This is an optimization exercise on Yosys and OpenROAD, whose aim is small area, a short achievable clock period and few clock cycles per item, not a production implementation. The RTL was checked by simulation tests, not by an equivalence proof against the original design.

branch xenon:
## idct_top
module idct_top (
	input  logic       Clock,
	input  logic       Resetn,
	input  logic       start_i,
	input  idct_pkg::sram_addr_t block_addr_i,
	input  idct_pkg::sram_addr_t out_addr_i,
	output logic       ready_o,
	output logic       done_o,
	output idct_pkg::sram_addr_t sram_addr_o,
	output idct_pkg::sram_data_t sram_wdata_o,
	output logic       sram_we_n_o,
	input  idct_pkg::sram_data_t sram_rdata_i
);
	logic        nxt_v, cur_v, ready_q;
	logic [17:0] nxt_src, nxt_dst, cur_dst, wr_dst, rd_addr;
	logic [2:0]  rd_k, rd_row;
	logic [1:0]  cnt;           
	logic        rv1, rv2;      
	logic        take;
	logic        rd_issue;
	logic        rd_last;
	logic        cur_free;
	logic [127:0] sh, hold;
	logic [2:0]  ac;
	logic        sh_full, hold_v, hold_rel, xfer;
	logic [2:0]  ph;
	logic        p1_run, p2_pend, p2_run;
	logic [2:0]  p1_row, p2w;
	logic        wr_load;
	assign ready_o = ready_q;
	assign take = start_i & ready_q;
	logic        u_p1, u_p2;
	logic [1:0]  u_i;
	logic [2:0]  u_j;
	logic [175:0] rg [8];
	logic [21:0] x [8];
	assign u_p1 = p1_run;
	assign u_p2 = p2_run;
	logic [1:0]  i_q;
	assign u_i  = i_q;
	assign u_j  = ph;
	always_comb begin
		for (int k = 0; k < 8; k++) begin
			if (p1_run)
				x[k] = {{6{hold[16*k+15]}}, hold[16*k +: 16]};
			else
				x[k] = rg[0][22*k +: 22];
		end
	end
	logic [22:0] u_n;
	logic        u_sub;
	logic [22:0] u_p, u_q;
	logic [8:0]  u_lo;
	logic [8:0]  u_m0, u_m1;
	logic [6:0]  u_h0, u_h1;
	logic        u_c16;
	logic        u_sub_q, p1u_q;
	logic [21:0] ux0, ux4;
	assign u_sub = u_sub_q;
  ...
==> flow/config.mk <==
export PLATFORM = sky130hd
export DESIGN_NAME = idct_top
export DESIGN_NICKNAME = idct_top
export VERILOG_FILES = /design/flow/design.v
export SDC_FILE = /design/flow/constraint.sdc
export NUM_CORES = 4
export LEC_CHECK = 0
export CAP_MARGIN = 10
export CELL_PAD_IN_SITES_DETAIL_PLACEMENT = 0
export CELL_PAD_IN_SITES_GLOBAL_PLACEMENT = 1
export CORE_MARGIN = 2
export CORE_UTILIZATION = 60
export CTS_CLUSTER_DIAMETER = 70
export CTS_CLUSTER_SIZE = 24
export PLACE_DENSITY = 0.8
export SETUP_SLACK_MARGIN = 4.0
export SLEW_MARGIN = 10
export TNS_END_PERCENT = 5
==> flow/constraint.sdc <==
create_clock -name core_clock -period 7.0 [get_ports {Clock}]
set_input_delay 1.4000 -clock core_clock [delete_from_list [all_inputs] [get_ports {Clock}]]
set_output_delay 1.4000 -clock core_clock [all_outputs]
set_load 0.01 [all_outputs]
run.sh (not shown) runs the stock make flow with config.mk's settings and CLKGATE_MAP_FILE= SYNTH_SCRIPT=/design/flow/synth_recipe.tcl, a recipe that flattens the netlist after the stock synthesis.
Testbench counts of branch xenon, summed over its fixed seeds: cycles 37,064, items 384.
--- input diff branch xenon..branch ember ---
--- a/flow/config.mk
+++ b/flow/config.mk
@@ -12 +12 @@
-export CORE_UTILIZATION = 60
+export CORE_UTILIZATION = 70
@@ -15,2 +15,2 @@
-export PLACE_DENSITY = 0.8
-export SETUP_SLACK_MARGIN = 4.0
+export PLACE_DENSITY = 0.85
+export SETUP_SLACK_MARGIN = 3.7
[summary]
- branch xenon reports its end point of the critical path as s2_es[22] while branch ember reports rg[7][98].
- Delta (branch ember minus branch xenon): number of setup buffers added after CTS now sits lower; via count now sits higher.


## wip/quartz
Starting RTL as in the previous note.
clock: 7.0 ns
lec_check: 0
cap_margin: 10
cell_pad_in_sites_detail_placement: 0
cell_pad_in_sites_global_placement: 1
core_margin: 2
core_utilization: 60
cts_cluster_diameter: 70
cts_cluster_size: 24
gpl_routability_driven: 0
place_density: 0.8
setup_slack_margin: 3.7
slew_margin: 10
tns_end_percent: 5
Testbench counts of wip/quartz, summed over its fixed seeds: cycles 37,064, items 384.
For wip/tundra, these inputs were changed with respect to wip/quartz:
- SETUP_SLACK_MARGIN: 3.7 -> 3.85
- GPL_ROUTABILITY_DRIVEN: 0 -> unset
### Flow results
First-iteration DRC count: wip/tundra lower than wip/quartz. Vias: wip/tundra fewer than wip/quartz. Between wip/tundra and wip/quartz, the cell count after placement figures differ only marginally. [wip/tundra] wire length of the first global-routing pass rose about 2% relative to wip/quartz. wip/tundra vs. wip/quartz: met3 usage in global routing shows an increase of 0.41 points, setup slack went up 0.11 ns, total non-filler cell area in the finished layout now larger.
### wip/tundra -> wip/ember
- SETUP_SLACK_MARGIN: 3.85 -> 3.7
## What came out
Against wip/tundra, wip/ember reports a longest individual stage delay on the worst path that is lower.
Global-route wire length before repair essentially unchanged between wip/tundra and wip/ember.
Compared wip/tundra against wip/ember; overall global routing resource usage within noise.
Going from wip/tundra to wip/ember, post-layout worst setup margin level, non-clock buffer count dropped 11.

==> separate check: timing with driven ports <==
How much do the figures lean on ideal ports? The routed layouts below were timed once more, with nothing changed but the port constraints. Step 1, drivers: a clkbuf_16 drives Clock and a buf_2 each remaining input, both assumed. Step 2 times the ports against the registers' clock, not the clock port: input delays grow and output delays shrink by t, the midpoint of the rising clock arrivals with the driver on. a / b / c = ideal / step 1 / step 2; a / b = the first two.
run	t, ns	setup slack, ns	cell pins on the clock port's net
branch xenon	0.850	3.571 / 3.571 / 3.571	1
branch ember	0.843	3.536 / 3.536 / 3.536	1
wip/quartz	0.854	3.473 / 3.473 / 3.473	1
wip/tundra	0.852	3.584 / 3.584 / 3.584	1
wip/ember	0.851	3.582 / 3.582 / 3.582	1
After both steps setup and hold are still met in every run listed.
